Background: an optimization exercise with open tools, aiming at small area, a short achievable clock period and few clock cycles per item. Do not read the settings as production practice. Function was not checked in any run shown here: the RTL went through the layout flow alone.

## flow/design.v (module list and top-level ports; edited modules follow where they fit)
// module mwo_sine_rom: 15 lines
// module mwo_sine_sum: 9 lines
// module mwo_sq: 142 lines
// module mwo_para: 232 lines
// module mwo_booth: 32 lines
// module mwo_mul_lo: 305 lines
// module mwo_mul_hi: 302 lines
// module mwo_div: 200 lines
// module multi_waveform_oscillator_mixer_core: 278 lines
module multi_waveform_oscillator_mixer_core (
   input  logic        clock,
   input  logic        reset,
   input  logic        req_tvalid,
   output logic        req_tready,
   input  logic [31:0] req_tdata,
   input  logic        req_tlast,
   output logic        rsp_tvalid,
   input  logic        rsp_tready,
   output logic [31:0] rsp_tdata,
   output logic        rsp_tlast,
   input  logic        csr_we,
   input  logic [2:0]  csr_index,
   input  logic [31:0] csr_wdata
);
  // ...
==> flow/run.sh <==
#!/bin/bash
# synth_recipe.tcl (not shown) runs the flow's synth.tcl, then flattens the netlist and writes it again
# the make line also repeats each setting of config.mk as NAME=value (left out here)
make -C /OpenROAD-flow-scripts/flow DESIGN_CONFIG=/design/flow/config.mk WORK_HOME=/design/flow/orfs CLKGATE_MAP_FILE= SYNTH_SCRIPT=/design/flow/synth_recipe.tcl finish
==> flow/config.mk <==
export PLATFORM = sky130hd
export DESIGN_NAME = multi_waveform_oscillator_mixer_core
export DESIGN_NICKNAME = multi_waveform_oscillator_mixer_core
export VERILOG_FILES = /design/flow/design.v
export SDC_FILE = /design/flow/constraint.sdc
export NUM_CORES = 4
export LEC_CHECK = 0
export CAP_MARGIN = 20
export CORE_MARGIN = 2
export CORE_UTILIZATION = 40
export SETUP_SLACK_MARGIN = 5
export SLEW_MARGIN = 20
export SYNTH_MEMORY_MAX_BITS = 32768
==> flow/constraint.sdc <==
create_clock -name core_clock -period 10.0 [get_ports {clock}]
set_input_delay 2.0000 -clock core_clock [delete_from_list [all_inputs] [get_ports {clock}]]
set_output_delay 2.0000 -clock core_clock [all_outputs]
set_load 0.01 [all_outputs]
==> results.py, run 1 <==
metrics = {
    "run_status": {
        "status": "timing/DRC/antenna clean",
    },
    "layout": {
        "area_growth_pct": 15.8,
        "largest_reg_flops": 33,
        "mostFrequentLayoutCells": "560 x inv_1, 437 x nand2_1, 395 x ha_1, 378 x a21oi_1, 372 x nor2_1",
        "fin_cells": 6601,
    },
    "timing": {
        "drv_slew": 0,
        "hold_violations": 0,
        "finClkSkew_ns": 0.0555,
        "setup_ws_ns": 4.35,
    },
    "setup_path": {
        "cp_top_family": "adder cells",
        "crit_start": "v0_sel[17]",
        "endpoint": "v1_one[7]",
        "critPathBufInv": 4,
        "worstSetupPathType": "reg -> reg",
        "reg2reg_to": "v1_one[7]",
    },
    "routing": {
        "first_pass_iters": 6,
        "drt_iter0_markers": 3287,
        "wl_microns": 134000,
    },
    "synthesis": {
        "synth_top_family_by_area": "adder cells",
        "yosys-top-cells-count": "576 x inv_1, 444 x nand2_1, 427 x ha_1",
        "synth_adder_area_share_pct": 27.3,
        "synth_top_flop_cell": "dfxtp_1",
        "synth-edff-count": 165,
    },
    "clock_network": {
        "post-cts-setup-buffers": 103,
        "clock_path_buffers": 3,
    },
    "grt": {
        "grt_pass1_wl_microns": 209000,
    },
    "floorplanning": {
        "ioPinCount": 108,
        "n_tap_cell": 1391,
    },
    "hold_path": {
        "hold_end": "v2_two[2]",
    },
    "flow_run": {
        "maxCapViolCount": 0,
    },
}
==> module multi_waveform_oscillator_mixer_core, before the edit <==
module multi_waveform_oscillator_mixer_core (
   input  logic        clock,
   input  logic        reset,
   input  logic        req_tvalid,
   output logic        req_tready,
   input  logic [31:0] req_tdata,
   input  logic        req_tlast,
   output logic        rsp_tvalid,
   input  logic        rsp_tready,
   output logic [31:0] rsp_tdata,
   output logic        rsp_tlast,
   input  logic        csr_we,
   input  logic [2:0]  csr_index,
   input  logic [31:0] csr_wdata
);
   logic [31:0] step_ff;
   logic [2:0]  wave_ff;
   logic        fold_ff;
   logic [15:0] vol_ff;
   logic [6:0]  mix_ff;
   logic [22:0] vm_ff;
   always_ff @(posedge clock) begin
      if (reset) begin
         step_ff <= '0;
         wave_ff <= 3'd1;
         fold_ff <= 1'b0;
         vol_ff  <= '0;
         mix_ff  <= '0;
      end else if (csr_we) begin
         case (csr_index)
            3'd0: step_ff <= csr_wdata;
            3'd1: wave_ff <= csr_wdata[2:0];
            3'd2: fold_ff <= csr_wdata[0];
            3'd3: vol_ff  <= csr_wdata[15:0];
            3'd4: mix_ff  <= csr_wdata[6:0];
            default: begin
            end
         endcase
      end
   end
   logic vmc1_ff;
   logic vmc2_ff;
   logic [31:0] prod_lo;
   logic [38:0] prod;
   always_ff @(posedge clock) begin
      if (reset) begin
         vmc1_ff <= 1'b0;
         vmc2_ff <= 1'b0;
         vm_ff   <= '0;
      end else begin
         vmc1_ff <= csr_we && ((csr_index == 3'd3) || (csr_index == 3'd4));
         vmc2_ff <= vmc1_ff;
         if (vmc1_ff) begin
            vm_ff <= 23'(vol_ff);
         end else if (vmc2_ff) begin
            vm_ff <= prod_lo[22:0];
         end
      end
   end
   logic        oadv;
   logic        take;
   logic        o0_v, o1_v, o2_v, o3_v, o4_v, out_v;
   assign req_tready = o4_v && (!out_v || rsp_tready);
   assign take       = req_tvalid && req_tready;
   assign oadv       = !o4_v || take;
   always_ff @(posedge clock) begin
      if (reset || csr_we) begin
         o0_v <= 1'b0;
         o1_v <= 1'b0;
         o2_v <= 1'b0;
         o3_v <= 1'b0;
         o4_v <= 1'b0;
      end else if (oadv) begin
         o0_v <= 1'b1;
         o1_v <= o0_v;
         o2_v <= o1_v;
         o3_v <= o2_v;
         o4_v <= o3_v;
      end
   end
   always_ff @(posedge clock) begin
      if (reset) begin
         out_v <= 1'b0;
      end else if (take) begin
         out_v <= 1'b1;
      end else if (rsp_tready) begin
         out_v <= 1'b0;
      end
   end
   logic [31:0] fphase_ff;
   logic [31:0] phase_ff;
   always_ff @(posedge clock) begin
      if (reset) begin
         fphase_ff <= '0;
      end else if (take) begin
         fphase_ff <= fphase_ff + step_ff;
      end
   end
   logic [31:0] phase_nx;
   logic [14:0] mir_ff;
   logic [10:0] idx_ff;
   assign phase_nx = csr_we ? fphase_ff : phase_ff + step_ff;
   always_ff @(posedge clock) begin
      if (reset) begin
         phase_ff <= '0;
         mir_ff   <= '0;
         idx_ff   <= '0;
      end else if (csr_we || oadv) begin
         phase_ff <= phase_nx;
         mir_ff   <= phase_nx[30] ? 15'd16384 - {1'b0, phase_nx[29:16]}
                                  : {1'b0, phase_nx[29:16]};
         idx_ff   <= phase_nx[30] ? 11'd1024 - {1'b0, phase_nx[29:20]}
                                  : {1'b0, phase_nx[29:20]};
      end
   end
   logic [14:0] sine;
   logic [28:0] sq;
   logic [14:0] saw_mag;
   logic [28:0] sel0;
   logic        neg0;
   logic [14:0] sine_base;
   logic [4:0]  sine_slope;
   logic [1:0]  sine_resid;
   mwo_sine_rom u_sine_rom (
      .rd_addr (idx_ff),
      .base    (sine_base),
      .slope   (sine_slope),
      .resid   (sine_resid)
   );
   logic [27:0] sq14;
   mwo_sq u_sq (
      .m (mir_ff[13:0]),
      .s (sq14)
   );
   assign sq = {mir_ff[14], sq14};
   assign saw_mag = phase_ff[31] ? {1'b0, phase_ff[30:17]}
                                 : 15'd16384 - {1'b0, phase_ff[30:17]};
   always_comb begin
      case (wave_ff)
         3'd0:    sel0 = sq;
         3'd1:    sel0 = 29'({idx_ff[2:0], sine_resid, sine_slope, sine_base});
         3'd2:    sel0 = (phase_ff[30] || (phase_ff[29:20] != '0)) ? 29'd16384 : 29'd0;
         3'd3:    sel0 = (phase_ff <= 32'h4000_0000) ? 29'd16384 : 29'd0;
         3'd4:    sel0 = 29'(mir_ff);
         3'd5:    sel0 = 29'(saw_mag);
         default: sel0 = '0;
      endcase
   end
   assign neg0 = phase_ff[31] && !fold_ff && (wave_ff != 3'd3);
   logic        v0_neg;
   logic [28:0] v0_sel;
   always_ff @(posedge clock) begin
      if (oadv) begin
         v0_neg <= neg0;
         v0_sel <= sel0;
      end
   end
   logic [14:0] para;
   logic [14:0] w1;
   mwo_para u_para (
      .s (v0_sel),
      .w (para)
   );
   mwo_sine_sum u_sine_sum (
      .x     (v0_sel[24:22]),
      .base  (v0_sel[14:0]),
      .slope (v0_sel[19:15]),
      .resid (v0_sel[21:20]),
      .sine  (sine)
   );
   always_comb begin
      case (wave_ff)
         3'd0:    w1 = para;
         3'd1:    w1 = sine;
         default: w1 = v0_sel[14:0];
      endcase
   end
   logic [15:0] bx;
   logic        bxm1;
   logic [7:0]  b_one;
   logic [7:0]  b_two;
   logic [7:0]  b_ng;
   assign bx   = vmc1_ff ? 16'(mix_ff) : {v0_neg, w1 ^ {15{v0_neg}}};
   assign bxm1 = !vmc1_ff && v0_neg;
   mwo_booth u_booth (
      .x   (bx),
      .xm1 (bxm1),
      .one (b_one),
      .two (b_two),
      .ng  (b_ng)
   );
   logic        v1_neg;
   logic        v1_kc;
   logic [7:0]  v1_one;
   logic [7:0]  v1_two;
   logic [7:0]  v1_ng;
   always_ff @(posedge clock) begin
      if (vmc1_ff || oadv) begin
         v1_neg <= bxm1;
         v1_kc  <= !vmc1_ff;
         v1_one <= b_one;
         v1_two <= b_two;
         v1_ng  <= b_ng;
      end
   end
   mwo_mul_lo u_mul_lo (
      .one (v1_one[3:0]),
      .two (v1_two[3:0]),
      .ng  (v1_ng[3:0]),
      .neg (v1_neg),
      .kc  (v1_kc),
      .vm  (vm_ff),
      .pl  (prod_lo)
   );
   logic [31:0] v2_pl;
   logic [3:0]  v2_one;
   logic [3:0]  v2_two;
   logic [3:0]  v2_ng;
   always_ff @(posedge clock) begin
      if (oadv) begin
         v2_pl  <= prod_lo;
         v2_one <= v1_one[7:4];
         v2_two <= v1_two[7:4];
         v2_ng  <= v1_ng[7:4];
      end
   end
   mwo_mul_hi u_mul_hi (
      .onh (v2_one),
      .twh (v2_two),
      .ngh (v2_ng),
      .vm  (vm_ff),
      .pl  (v2_pl),
      .p   (prod)
   );
   logic [21:0] v2_t;
   always_ff @(posedge clock) begin
      if (oadv) begin
         v2_t <= prod[38:17];
      end
   end
   logic [17:0] osc;
   mwo_div u_div (
      .t   (v2_t),
      .osc (osc)
   );
   logic [17:0] v3_osc;
   always_ff @(posedge clock) begin
      if (oadv) begin
         v3_osc <= osc;
      end
   end
   logic signed [17:0] sum_l;
   logic signed [17:0] sum_r;
   logic [15:0] sat_l;
   logic [15:0] sat_r;
   assign sum_l = $signed({{2{req_tdata[15]}}, req_tdata[15:0]}) + $signed(v3_osc);
   assign sum_r = $signed({{2{req_tdata[31]}}, req_tdata[31:16]}) + $signed(v3_osc);
   function automatic logic [15:0] sat16(input logic signed [17:0] v);
      if (v > 18'sd32767) begin
         sat16 = 16'h7FFF;
      end else if (v < -18'sd32768) begin
         sat16 = 16'h8000;
      end else begin
         sat16 = v[15:0];
      end
   endfunction
   assign sat_l = sat16(sum_l);
   assign sat_r = sat16(sum_r);
   logic [32:0] out_d;
   always_ff @(posedge clock) begin
      if (take) begin
         out_d <= {req_tlast, sat_r, sat_l};
      end
   end
   assign rsp_tvalid = out_v;
   assign rsp_tdata  = out_d[31:0];
   assign rsp_tlast  = out_d[32];
endmodule
==> run 2, diff against run 1 <==
--- a/flow/design.v
+++ b/flow/design.v
@@ -1301,6 +1301,6 @@
    logic        oadv;
    logic        take;
-   logic        o0_v, o1_v, o2_v, o3_v, o4_v, out_v;
-   assign req_tready = o4_v && (!out_v || rsp_tready);
+   logic        o0_v, o1_v, o2_v, o3_v, o4_v, out_v, sk_v;
+   assign req_tready = o4_v && !sk_v;
    assign take       = req_tvalid && req_tready;
    assign oadv       = !o4_v || take;
@@ -1320,13 +1320,4 @@
       end
    end
-   always_ff @(posedge clock) begin
-      if (reset) begin
-         out_v <= 1'b0;
-      end else if (take) begin
-         out_v <= 1'b1;
-      end else if (rsp_tready) begin
-         out_v <= 1'b0;
-      end
-   end
    logic [31:0] fphase_ff;
    logic [31:0] phase_ff;
@@ -1508,8 +1499,31 @@
    assign sat_l = sat16(sum_l);
    assign sat_r = sat16(sum_r);
+   logic [32:0] new_d;
+   logic [32:0] sk_d;
    logic [32:0] out_d;
+   logic        out_free;
+   assign new_d    = {req_tlast, sat_r, sat_l};
+   assign out_free = !out_v || rsp_tready;
    always_ff @(posedge clock) begin
-      if (take) begin
-         out_d <= {req_tlast, sat_r, sat_l};
+      if (reset) begin
+         out_v <= 1'b0;
+         sk_v  <= 1'b0;
+      end else if (out_free) begin
+         out_v <= sk_v || take;
+         sk_v  <= sk_v && take;
+      end else begin
+         sk_v  <= sk_v || take;
+      end
+   end
+   always_ff @(posedge clock) begin
+      if (out_free) begin
+         if (sk_v) begin
+            out_d <= sk_d;
+         end else if (take) begin
+            out_d <= new_d;
+         end
+      end
+      if (take && (sk_v || !out_free)) begin
+         sk_d <= new_d;
       end
    end
==> run 2 against run 1 <==
Against the previous run:
- sequential share of layout area grew 1.3 points
- still clean
- register-to-register slack gained 0.30 ns
- global-route usage shrank 0.58 points
- critical path type unchanged
- highest routed layer is now met5
==> results.py, run 2 <==
metrics = {
    "run_status": {
        "status": "timing/DRC/antenna clean",
    },
    "setup_path": {
        "reg2reg_to": "v1_one[7]",
        "worstSetupPathType": "reg -> reg",
        "cp_slowest_cell": "fa_1",
        "cp_top_family": "adder cells",
        "critPathBufInv": 4,
        "cp-end-kind": "register",
        "reg2reg_depth": 21,
        "crit_fanout": 5,
        "r2r_start": "v0_sel[20]",
        "start_kind": "register",
        "endpoint": "v1_one[7]",
        "crit_chain": "inv_2 > ha_4 > inv_1 > fa_1 > inv_1 > fa_1 > fa_1 > inv_1 > ha_4 > a21o_1 > a21o_1 > a21oi_2 > o21a_1 > o21ai_4 > a31o_4 > a41o_1 > or4_4 > and3_4 > xor2_2 > nor2_1 > ha_1",
        "cp_data_arrival_time_ns": 5.71,
        "crit_start": "v0_sel[20]",
        "slowest_delay_ns": 0.51,
        "crit_cells": 21,
        "cp_data_required_time_ns": 10.36,
        "regToRegSetupSlack_ns": 4.64,
    },
    "hold_path": {
        "hp-class": "reg -> reg",
    },
    "synthesis": {
        "synth.ff_latch_count": 377,
        "yosys.cell_count.top_type": "inv_1",
        "ys_seq_area_share_pct": 21.5,
        "synth_top_cell_area_share_pct": 14.3,
        "yosys-top-cells-count": "595 x inv_1, 452 x nand2_1, 427 x ha_1",
        "syn_inst": 5220,
        "ys_top_cells_by_area": "fa_1 14%, edfxtp_1 13%, ha_1 12%",
        "syn-cell-area_sq_mm": 0.0442,
        "yosys_warnings": 1,
        "yosys.area.top_type": "fa_1",
        "synth_area_per_cell_sq_um": 8.47,
        "synthDistinctLibCells": 103,
        "syn_nets": 6035,
        "async_flop_share_pct": 0,
        "synth_top_flop_cell": "edfxtp_1",
        "synth-edff-count": 198,
    },
    "clock_network": {
        "postCtsHoldBufs": 0,
        "clock_path_buffers": 3,
        "tritoncts": "yes",
        "ctsHtreeMaxLevel": 2,
        "clk_pin_slew_ns": 0.07,
        "cts-root-buf": "clkbuf_16",
        "cts_inserted_buffers": 46,
        "clock_latency_ns": 0.63,
        "cts_num_sinks": 377,
    },
    "routing": {
        "ant_nets": 0,
        "via_count": 38700,
        "wl_per_cell_microns": 19.8,
        "drt_iter0_markers": 3282,
        "first_pass_iters": 6,
        "wl_microns": 136000,
        "vias_per_cell": 5.66,
        "drc_errors": 0,
    },
    "timing": {
        "drv_slew": 0,
        "report.final.setup_viol": 0,
        "hold_violations": 0,
        "min_period_over_period_pct": 53.6,
        "period_needed_ns": 5.36,
        "finClkSkew_ns": 0.0338,
        "whs_ns": 0.417,
        "worst_slew_pin_slew_ns": 1.02,
        "slew_headroom_pct": 31.7,
        "finalSetupTns_ns": 0,
        "grt_setup_unrepaired": "yes",
        "fmax_mhz": 187,
    },
    "place": {
        "detailed_place_hpwl_microns": 95600,
        "place_congestion": 0.903,
        "io_buffers": 107,
        "place_inst": 6534,
    },
    "grt": {
        "grt_use_total_pct": 23.3,
        "grt_overflow_total": 0,
        "antenna_found_initial": 6,
        "grt_pass1_vias": 37800,
        "grt_max_degree": 91,
        "grt_pass1_wl_microns": 212000,
    },
    "layout": {
        "area_growth_pct": 16.7,
        "fin_cells": 6830,
        "layout-drive-gt1-share_pct": 13.1,
        "fill_cells": 10500,
        "final_common_cell": "inv_1",
        "top_regs": "out_d: 33 flops, sk_d: 33 flops",
        "mostFrequentLayoutCells": "562 x inv_1, 449 x nand2_1, 384 x ha_1, 372 x a21oi_1, 343 x nor2_1",
        "nNetsFinal": 6130,
    },
    "floorplanning": {
        "die_h_microns": 337,
        "die-area_sq_mm": 0.113,
        "start_util_pct": 40.5,
        "fp.dieW_microns": 337,
        "ioPinCount": 108,
        "core_area_sq_mm": 0.109,
        "row_count": 121,
    },
    "flow_run": {
        "maxCapViolCount": 0,
    },
}
## run 2: cell types whose count changed in the layout (fill, tap and decap cells not counted), sizes merged, moves of 11 or more
cell / change
a31oi: +11
nand3: +13
a21o: -40
o211ai: +14
edfxtp: +33
buf: +21
inv: +18
nand3b: +16
o21a: -21
nor2b: +28
o21ai: +23
clkbuf: +11
a211oi: -14
nor2: -31
## run 2: how the worst min path moves through the flow
stage                          from   endpoint  slack, ns  cells past startpoint
after floorplan            v1_ng[4]   v2_ng[0]       0.40                      0
after global placement    v1_one[6]  v2_one[2]       0.40                      0
after detailed placement  v1_two[6]  v2_two[2]       0.40                      0
after CTS                 v1_two[6]  v2_two[2]       0.42                      0
after global routing      v1_two[6]  v2_two[2]       0.43                      0
final                     v1_two[6]  v2_two[2]       0.42                      0
## run 2: per-layer routing
metal	routed length, microns	track usage, %	share of wire [%]
met5	79	0	0.058
met1	58800	31.3	43
met4	3810	6.88	2.8
met3	8300	2.63	6.1
met2	64600	39.5	48
## run 2: cells by family after synthesis
family | synth area share, %
AOI/OAI and AO/OA | 20.4
xor gates and xnor gates | 8.10
buffers and inverters | 7.80
DFF | 21.5
and+or+nand+nor | 14.0
muxes | 1.76
adders and majority gates | 26.4
## run 2: final cells by class
class                           count  area (sq um)  area share [%]
Sequential cell                   377          9630            18.7
Timing Repair Buffer              359          3280            6.36
Inverter                          605          2330            4.52
Timing Repair inverter              1          7.51          0.0145
Clock inverter                     21           260           0.504
Clock buffer                       65          1370            2.66
Multi-Input combinational cell   3925         32900            63.7
Tap cell                         1476          1850            3.58
Antenna cell                        1          2.50         0.00485
## run 2: what timing repair did
action,CTS,global route
setup endpoints to repair,144,119
pin swaps,76,173
buffers inserted,140,65
resized for setup,207,200
hold endpoints to repair,0,0
gates cloned,3,1
## run 2: metrics by stage
step           cell area [sq um]  setup slack (ns)  utilization (%)
2_1_floorplan              44400              4.78                -
3_3_place_gp               46400              3.84             42.5
3_5_place_dp               46400              3.72             42.5
4_1_cts                    50100              4.65             45.8
5_1_grt                    51600              4.45             47.2
6_report                   51600              4.64             47.2

separate check: timing with driven ports:
No port has a modelled driver above. Below, the same layouts with a new extraction and two added sets of constraints.
Step 1, drivers: a clkbuf_16 drives clock and a buf_2 each remaining input, both assumed.
Step 2 moves the port delays by t, midway between the first and last clock arrival at a register: inputs arrive t later, outputs are due t later. That takes back most of the time a late clock gives input paths.
Slacks: ideal ports / drivers / drivers and shift; pairs: ideal ports / drivers.
run	t, ns	slack for setup (ns)	worst hold slack (ns)	worst data-port slew with drivers (ns)	cell pins on the clock port's net
run 1	0.635	4.346 / 4.346 / 4.346	0.421 / 0.421 / 0.421	0.19	1
run 2	0.670	4.643 / 4.643 / 4.487	0.417 / 0.417 / 0.417	0.17	1
After both steps every run listed still meets setup and hold. For run 2, which loses most, drivers alone change the setup slack by 0.000 ns; drivers and shift together by -0.156 ns.
